From an optimization exercise on the open Yosys and OpenROAD flow, aimed at small area, a short achievable clock period and few clock cycles per item; shortcuts taken in it are not production practice. In this exercise RTL edits were held to simulation tests only and were not proved equivalent to the original.

Setup of zinc:
Design md4_iter_core, start of the top module:
module md4_iter_core (
   input  logic         clk,
   input  logic         rst,
   input  logic         start,
   input  logic         init_sel,
   input  logic [511:0] block_in,
   input  logic [127:0] chain_in,
   output logic         ready,
   output logic         busy,
   output logic         done,
   output logic [127:0] digest
);
   localparam logic [127:0] MD4_IV = 128'h10325476_98badcfe_efcdab89_67452301;
   localparam logic [31:0]  K2 = 32'h5a827999;
   localparam logic [31:0]  K3 = 32'h6ed9eba1;
   logic         busy_q, fin_q, done_q;
   logic [4:0]   cyc_q;
   logic [127:0] digest_q;
   logic [31:0]  b_q, c_q, g1_q, g0_q, p0_q, p1_q, oa_q, ob_q, oc_q, od_q;
   logic [15:0][31:0] x_q;
   logic [2:0]  rnd_q;
   logic [2:0]  rs0_q;    
   logic [5:0]  rs1_q;    
   logic [8:0]  xs0_q;    
   logic [7:0]  xs1_q;    
   logic [1:0]  ks_q;     
   logic [30:0] sel_d;
   function automatic logic [30:0] sel_tbl(input logic [4:0] c);
      case (c)
         5'd0: sel_tbl = 31'b00_01000000_001000000_000010_001_001;
         5'd1: sel_tbl = 31'b00_00000100_000100000_100000_100_001;
         5'd2: sel_tbl = 31'b00_00010000_000000100_000010_001_001;
         5'd3: sel_tbl = 31'b00_00000100_000010000_100000_100_001;
         5'd4: sel_tbl = 31'b00_00010000_010000000_000010_001_001;
         5'd5: sel_tbl = 31'b00_00010000_000001000_100000_100_001;
         5'd6: sel_tbl = 31'b00_01000000_000100000_000010_001_001;
         5'd7: sel_tbl = 31'b01_00100000_100000000_100000_100_001;
         5'd8: sel_tbl = 31'b01_10000000_000010000_000001_001_010;
         5'd9: sel_tbl = 31'b01_00000100_100000000_001000_010_010;
  ...
Size: ~8100 cells after synthesis, roughly 57000 sq um of cells after synthesis.
Settings: LEC_CHECK=0, ABC_AREA=1, CAP_MARGIN=20, CORE_MARGIN=2, CORE_UTILIZATION=40, CTS_BUF_LIST=sky130_fd_sc_hd__clkbuf_4 sky130_fd_sc_hd__clkbuf_8, SLEW_MARGIN=20, SYNTH_HIERARCHICAL=1; clock period 12.0 ns.
standard.sh (not shown) runs the stock make flow with config.mk's settings and CLKGATE_MAP_FILE= SYNTH_SCRIPT=/design/flow/synth_recipe.tcl, a recipe that flattens the netlist after the stock synthesis.
==> flow/flow/run.sh <==
#!/bin/bash
set -euo pipefail
bash standard.sh 'BUFFER_PORTS_ARGS=-buffer_cell sky130_fd_sc_hd__buf_1' SETUP_SLACK_MARGIN=7 finish > standard_flow.log 2>&1
zinc ran to completion and came out clean on the timing, design-rule and antenna checks.
Testbench counts of zinc, summed over its fixed seeds: cycles 13,312, blocks 512.
#### Input delta (ember over zinc)
- removing ABC_AREA (formerly 1)
Notes after the runs:
ember: PASS, flow complete, no timing, DRC or antenna violations. Changes observed in ember relative to zinc: total wire length after detailed routing dropped 69000 microns, die outline width dropped 2.8%, routability congestion estimate dropped 0.023. ember ended up with multiplexers as its largest family of logic cells by synthesized area; zinc ended up with simple AND/OR/NAND/NOR gates. Run comparison: ember startpoint of the worst setup timing path b_q[27]; zinc startpoint of the worst setup timing path start.


Setup of job 101:
The RTL this note starts from:
==> flow/design.v <==
module md4_iter_core (
   input  logic         clk,
   input  logic         rst,
   input  logic         start,
   input  logic         init_sel,
   input  logic [511:0] block_in,
   input  logic [127:0] chain_in,
   output logic         ready,
   output logic         busy,
   output logic         done,
   output logic [127:0] digest
);
   localparam logic [127:0] MD4_IV = 128'h10325476_98badcfe_efcdab89_67452301;
   localparam logic [31:0]  K2 = 32'h5a827999;
   localparam logic [31:0]  K3 = 32'h6ed9eba1;
   logic         busy_q, fin_q, done_q;
   logic [4:0]   cyc_q;
   logic [127:0] digest_q;
   logic [31:0]  b_q, c_q, g1_q, g0_q, p0_q, p1_q, oa_q, ob_q, oc_q, od_q;
   logic [15:0][31:0] x_q;
   logic [2:0]  rnd_q;
   logic [2:0]  rs0_q;    
   logic [5:0]  rs1_q;    
   logic [8:0]  xs0_q;    
   logic [7:0]  xs1_q;    
   logic [1:0]  ks_q;     
   logic [30:0] sel_d;
   function automatic logic [30:0] sel_tbl(input logic [4:0] c);
      case (c)
         5'd0: sel_tbl = 31'b00_01000000_001000000_000010_001_001;
         5'd1: sel_tbl = 31'b00_00000100_000100000_100000_100_001;
         5'd2: sel_tbl = 31'b00_00010000_000000100_000010_001_001;
         5'd3: sel_tbl = 31'b00_00000100_000010000_100000_100_001;
         5'd4: sel_tbl = 31'b00_00010000_010000000_000010_001_001;
         5'd5: sel_tbl = 31'b00_00010000_000001000_100000_100_001;
         5'd6: sel_tbl = 31'b00_01000000_000100000_000010_001_001;
         5'd7: sel_tbl = 31'b01_00100000_100000000_100000_100_001;
         5'd8: sel_tbl = 31'b01_10000000_000010000_000001_001_010;
         5'd9: sel_tbl = 31'b01_00000100_100000000_001000_010_010;
         5'd10: sel_tbl = 31'b01_00010000_010000000_000001_001_010;
         5'd11: sel_tbl = 31'b01_01000000_000100000_001000_010_010;
         5'd12: sel_tbl = 31'b01_00100000_010000000_000001_001_010;
         5'd13: sel_tbl = 31'b01_00001000_100000000_001000_010_010;
         5'd14: sel_tbl = 31'b01_01000000_000010000_000001_001_010;
         5'd15: sel_tbl = 31'b10_10000000_100000000_001000_010_010;
         5'd16: sel_tbl = 31'b10_00010000_000100000_000100_001_100;
         5'd17: sel_tbl = 31'b10_01000000_000100000_010000_100_100;
         5'd18: sel_tbl = 31'b10_00100000_000000100_000100_001_100;
         5'd19: sel_tbl = 31'b10_00000100_000000100_010000_100_100;
         5'd20: sel_tbl = 31'b10_00010000_000000100_000100_001_100;
         5'd21: sel_tbl = 31'b10_10000000_100000000_010000_100_100;
         5'd22: sel_tbl = 31'b10_01000000_000010000_000100_001_100;
         5'd23: sel_tbl = 31'b00_00000010_000000001_010000_100_100;
         5'd24: sel_tbl = 31'b00_00000001_000000010_000001_001_001;
         default: sel_tbl = 31'b00_01000000_001000000_000010_001_001;
      endcase
   endfunction
   logic go;
   assign go = busy_q ? ~fin_q : start;
   assign sel_d = go ? sel_tbl(busy_q ? cyc_q + 5'd1 : 5'd0) : '0;
   function automatic logic [31:0] fsel(input logic [2:0] r, input logic [31:0] b,
                                        input logic [31:0] c, input logic [31:0] d);
      fsel = ({32{r[0]}} & ((b & c) | (~b & d)))
           | ({32{r[1]}} & ((b & c) | (b & d) | (c & d)))
           | ({32{r[2]}} & (b ^ c ^ d));
   endfunction
   function automatic logic [31:0] rotl(input logic [31:0] v, input int s);
      rotl = (v << s) | (v >> (32 - s));
   endfunction
   logic [127:0] cv;
   assign cv = init_sel ? MD4_IV : chain_in;
   function automatic logic [63:0] fg(input logic [2:0] r, input logic [31:0] c,
                                      input logic [31:0] d);
      logic [31:0] g1, g0;
      g1 = ({32{r[0]}} & c) | ({32{r[1]}} & (c | d)) | ({32{r[2]}} & ~(c ^ d));
      g0 = ({32{r[0]}} & d) | ({32{r[1]}} & (c & d)) | ({32{r[2]}} & (c ^ d));
      fg = {g1, g0};
   endfunction
   function automatic logic [31:0] stepadd(input logic [31:0] b, input logic [63:0] g,
                                           input logic [31:0] p);
      logic [31:0] pp, gg, p0, gn, pn;
      pp = ({32{b}} & (g[63:32] ^ p)) | (~{32{b}} & (g[31:0] ^ p));
      gg = ({32{b}} & (g[63:32] & p)) | (~{32{b}} & (g[31:0] & p));
      p0 = pp;
      for (int l = 1; l < 32; l = l * 2) begin
         gn = gg;
         pn = pp;
         for (int i = l; i < 32; i++) begin
            gn[i] = gg[i] | (pp[i] & gg[i - l]);
            pn[i] = pp[i] & pp[i - l];
         end
         gg = gn;
         pp = pn;
      end
      stepadd = p0 ^ {gg[30:0], 1'b0};
   endfunction
   logic [31:0] s0, n0, s1, n1, b_d, c_d;
   logic ld_q;    
   assign s0 = stepadd(b_q, {g1_q, g0_q}, p0_q);
   assign n0 = ({32{rs0_q[0]}} & rotl(s0, 3))
             | ({32{rs0_q[1]}} & rotl(s0, 9))
             | ({32{rs0_q[2]}} & rotl(s0, 11));
   assign s1 = stepadd(n0, fg(rnd_q, b_q, c_q), p1_q);
   assign n1 = ({32{rs1_q[0]}} & rotl(s1, 5))
             | ({32{rs1_q[1]}} & rotl(s1, 7))
             | ({32{rs1_q[2]}} & rotl(s1, 9))
             | ({32{rs1_q[3]}} & rotl(s1, 13))
             | ({32{rs1_q[4]}} & rotl(s1, 15))
             | ({32{rs1_q[5]}} & rotl(s1, 19));
   logic [63:0] gnext;
   assign gnext = ld_q ? {cv[95:64], cv[127:96]} : fg(sel_d[2:0], n0, b_q);
   logic [31:0] xr0, xr1, ao0, ao1, xo0, xo1, ko, q0, q1;
   assign xr0 = ({32{xs0_q[0]}} & oa_q)
              | ({32{xs0_q[1]}} & oc_q)
              | ({32{xs0_q[2]}} & x_q[10])
              | ({32{xs0_q[3]}} & x_q[12])
              | ({32{xs0_q[4]}} & x_q[13])
              | ({32{xs0_q[5]}} & x_q[14])
              | ({32{xs0_q[6]}} & x_q[2])
              | ({32{xs0_q[7]}} & x_q[5])
              | ({32{xs0_q[8]}} & x_q[6]);
   assign xr1 = ({32{xs1_q[0]}} & ob_q)
              | ({32{xs1_q[1]}} & od_q)
              | ({32{xs1_q[2]}} & x_q[1])
              | ({32{xs1_q[3]}} & x_q[11])
              | ({32{xs1_q[4]}} & x_q[13])
              | ({32{xs1_q[5]}} & x_q[14])
              | ({32{xs1_q[6]}} & x_q[3])
              | ({32{xs1_q[7]}} & x_q[8]);
   assign ao0 = ld_q ? cv[31:0] : c_q;
   assign ao1 = ld_q ? cv[127:96] : b_q;
   assign xo0 = ld_q ? block_in[31:0] : xr0;
   assign xo1 = ld_q ? block_in[63:32] : xr1;
   assign ko  = ({32{ks_q[0]}} & K2) | ({32{ks_q[1]}} & K3);
   assign q0 = ao0 + xo0 + ko;
   assign q1 = ao1 + xo1 + ko;
   logic acc;
   assign acc = start & ~busy_q;
   always_ff @(posedge clk or posedge rst) begin
      if (rst) begin
         busy_q   <= 1'b0;
         fin_q    <= 1'b0;
         done_q   <= 1'b0;
         cyc_q    <= '0;
         digest_q <= '0;
         {ks_q, xs1_q, xs0_q, rs1_q, rs0_q, rnd_q} <= '0;
         ld_q     <= 1'b1;
      end else begin
         done_q <= 1'b0;
         {ks_q, xs1_q, xs0_q, rs1_q, rs0_q, rnd_q} <= sel_d;
         ld_q   <= ~go;
         if (acc) begin
            busy_q <= 1'b1;
            cyc_q  <= '0;
         end else if (busy_q) begin
            cyc_q <= cyc_q + 5'd1;
            if (cyc_q == 5'd23) fin_q <= 1'b1;
            if (fin_q) begin
               fin_q    <= 1'b0;
               busy_q   <= 1'b0;
               done_q   <= 1'b1;
               digest_q <= {p1_q, q0, q1, p0_q};
            end
         end
      end
   end
   always_ff @(posedge clk) begin
      p0_q <= q0;
      p1_q <= q1;
      b_q <= n1 | ({32{ld_q}} & cv[63:32]);
      c_q <= n0 | ({32{ld_q}} & cv[95:64]);
      {g1_q, g0_q} <= gnext;
      if (!busy_q) begin
         x_q <= block_in;
         oa_q <= cv[31:0];
         ob_q <= cv[63:32];
         oc_q <= cv[95:64];
         od_q <= cv[127:96];
      end else begin
         x_q[0] <= x_q[6];
         x_q[1] <= x_q[5];
         x_q[2] <= x_q[14];
         x_q[3] <= x_q[10];
         x_q[4] <= x_q[2];
         x_q[5] <= x_q[15];
         x_q[6] <= x_q[1];
         x_q[7] <= x_q[8];
         x_q[8] <= x_q[11];
         x_q[9] <= x_q[3];
         x_q[10] <= x_q[0];
         x_q[11] <= x_q[13];
         x_q[12] <= x_q[7];
         x_q[13] <= x_q[12];
         x_q[14] <= x_q[4];
         x_q[15] <= x_q[9];
      end
   end
   assign busy   = busy_q;
   assign ready  = ~busy_q;
   assign done   = done_q;
   assign digest = digest_q;
endmodule
export LEC_CHECK = 0
export CAP_MARGIN = 20
export CORE_MARGIN = 2
export CORE_UTILIZATION = 40
export CTS_BUF_LIST = sky130_fd_sc_hd__clkbuf_4 sky130_fd_sc_hd__clkbuf_8
export SLEW_MARGIN = 20
create_clock -name core_clock -period 12.0 [get_ports {clk}]
==> flow/flow/run.sh <==
#!/bin/bash
set -euo pipefail
bash standard.sh 'BUFFER_PORTS_ARGS=-buffer_cell sky130_fd_sc_hd__buf_1' SETUP_SLACK_MARGIN=3 finish > standard_flow.log 2>&1
Testbench counts of job 101, summed over its fixed seeds: cycles 13,312, blocks 512.
The following lists how job 102 was set up differently from job 101:
==> flow/flow/run.sh <==
#!/bin/bash
set -euo pipefail
bash standard.sh 'BUFFER_PORTS_ARGS=-buffer_cell sky130_fd_sc_hd__buf_1' SETUP_SLACK_MARGIN=8 finish > standard_flow.log 2>&1
Notes after the runs:
- Job 102 supports a higher top clock frequency than job 101.
- Largest incremental delay on the critical path: job 102 lower than job 101
- From job 101 to job 102 the numbers moved as follows: total inserted antenna cells shows an increase of 69%; share of cells above drive strength 1 shows an increase of 13 points; cell area after layout shows an increase of 12%.
### job 102 -> job 103
Settings: SETUP_SLACK_MARGIN newly set to 5; CTS_BUF_LIST removed (was sky130_fd_sc_hd__clkbuf_4 sky130_fd_sc_hd__clkbuf_8).
==> flow/run.sh (new file) <==
#!/bin/bash
# synth_recipe.tcl (not shown) runs the flow's synth.tcl, then flattens the netlist and writes it again
# the make line also repeats each setting of config.mk as NAME=value (left out here)
make -C /OpenROAD-flow-scripts/flow DESIGN_CONFIG=/design/flow/config.mk WORK_HOME=/design/flow/orfs CLKGATE_MAP_FILE= SYNTH_SCRIPT=/design/flow/synth_recipe.tcl finish
removed: flow/flow/run.sh
removed: flow/standard.sh
Results
Global-route wire length before repair of job 103 falls short of that of job 102 slightly. Slowest cell on the critical path: nor4_1 -> job 103, fa_1 -> job 102. Compared to job 102, the router laid down less metal wire for job 103. Summary of job 103 over job 102: clock buffer count in the final layout -120; global placement routability congestion grew by about 1.2%; multi-input combinational cell area down 11%; endpoint arrival time on the critical path went up by 0.36 ns.
## Diff of input files: job 104 against job 103
Settings: CTS_BUF_LIST newly set to sky130_fd_sc_hd__clkbuf_4 sky130_fd_sc_hd__clkbuf_8; SETUP_SLACK_MARGIN removed (was 5).
==> flow/flow/run.sh (new file) <==
#!/bin/bash
set -euo pipefail
bash standard.sh 'BUFFER_PORTS_ARGS=-buffer_cell sky130_fd_sc_hd__buf_1' SETUP_SLACK_MARGIN=7 finish > standard_flow.log 2>&1
==> flow/standard.sh (new file) <==
#!/bin/bash
# synth_recipe.tcl (not shown) runs the flow's synth.tcl, then flattens the netlist and writes it again
# the make line also repeats each setting of config.mk as NAME=value (left out here)
make -C /OpenROAD-flow-scripts/flow DESIGN_CONFIG=/design/flow/config.mk WORK_HOME=/design/flow/orfs CLKGATE_MAP_FILE= SYNTH_SCRIPT=/design/flow/synth_recipe.tcl "${@:-finish}"
removed: flow/run.sh
Findings:
- In the metrics for job 103 and job 104, the one carrying the higher number of antenna violations at the first check in global routing is job 103.
- In job 104, met1 usage is lower than in job 103.
- Job 103 → job 104: non-clock buffer total of the final layout +148; number of diodes -about 50%; clock network area share +0.59 points; overall via count from detail_route +642.
- Job 103 reports its worst setup path endpoint as b_q[8] while job 104 reports digest_q[61].

-- afterwards: timing with drivers on the ports --
In the flow no input, the clock included, has a driving cell. The finished layouts below were timed again as built, in two steps. Step 1 (the two cells are an assumption about what drives the block):
set clk [get_ports {clk}]
set_driving_cell -lib_cell sky130_fd_sc_hd__clkbuf_16 $clk
set_driving_cell -lib_cell sky130_fd_sc_hd__buf_2 [delete_from_list [all_inputs] $clk]
Step 2, shift: input delay + t, output delay - t, t = (earliest + latest rising clock arrival at the registers) / 2. This alone moves slack from input paths to output paths. a / b / c = ideal ports / drivers / drivers and shift; a / b = the first two.
| run | t (ns) | setup slack, ns | worst setup path after step 2 | clock arrival spread, ns |
|---|---|---|---|---|
| zinc | 1.042 | 6.702 / 6.750 / 5.724 | input to register | 0.071 / 0.071 |
| ember | 1.040 | 6.002 / 6.002 / 5.745 | input to register | 0.071 / 0.071 |
| job 101 | 1.010 | 3.696 / 3.706 / 2.696 | input to register | 0.087 / 0.088 |
| job 102 | 1.025 | 5.663 / 5.522 / 4.497 | input to register | 0.066 / 0.066 |
| job 103 | 0.824 | 5.030 / 5.030 / 4.224 | input to register | 0.063 / 0.063 |
| job 104 | 1.011 | 5.631 / 5.392 / 4.381 | input to register | 0.069 / 0.070 |
After both steps setup and hold are still met in every run listed. The setup slack of job 104, which loses most, moves by -0.239 ns with the drivers and by -1.250 ns with both steps.
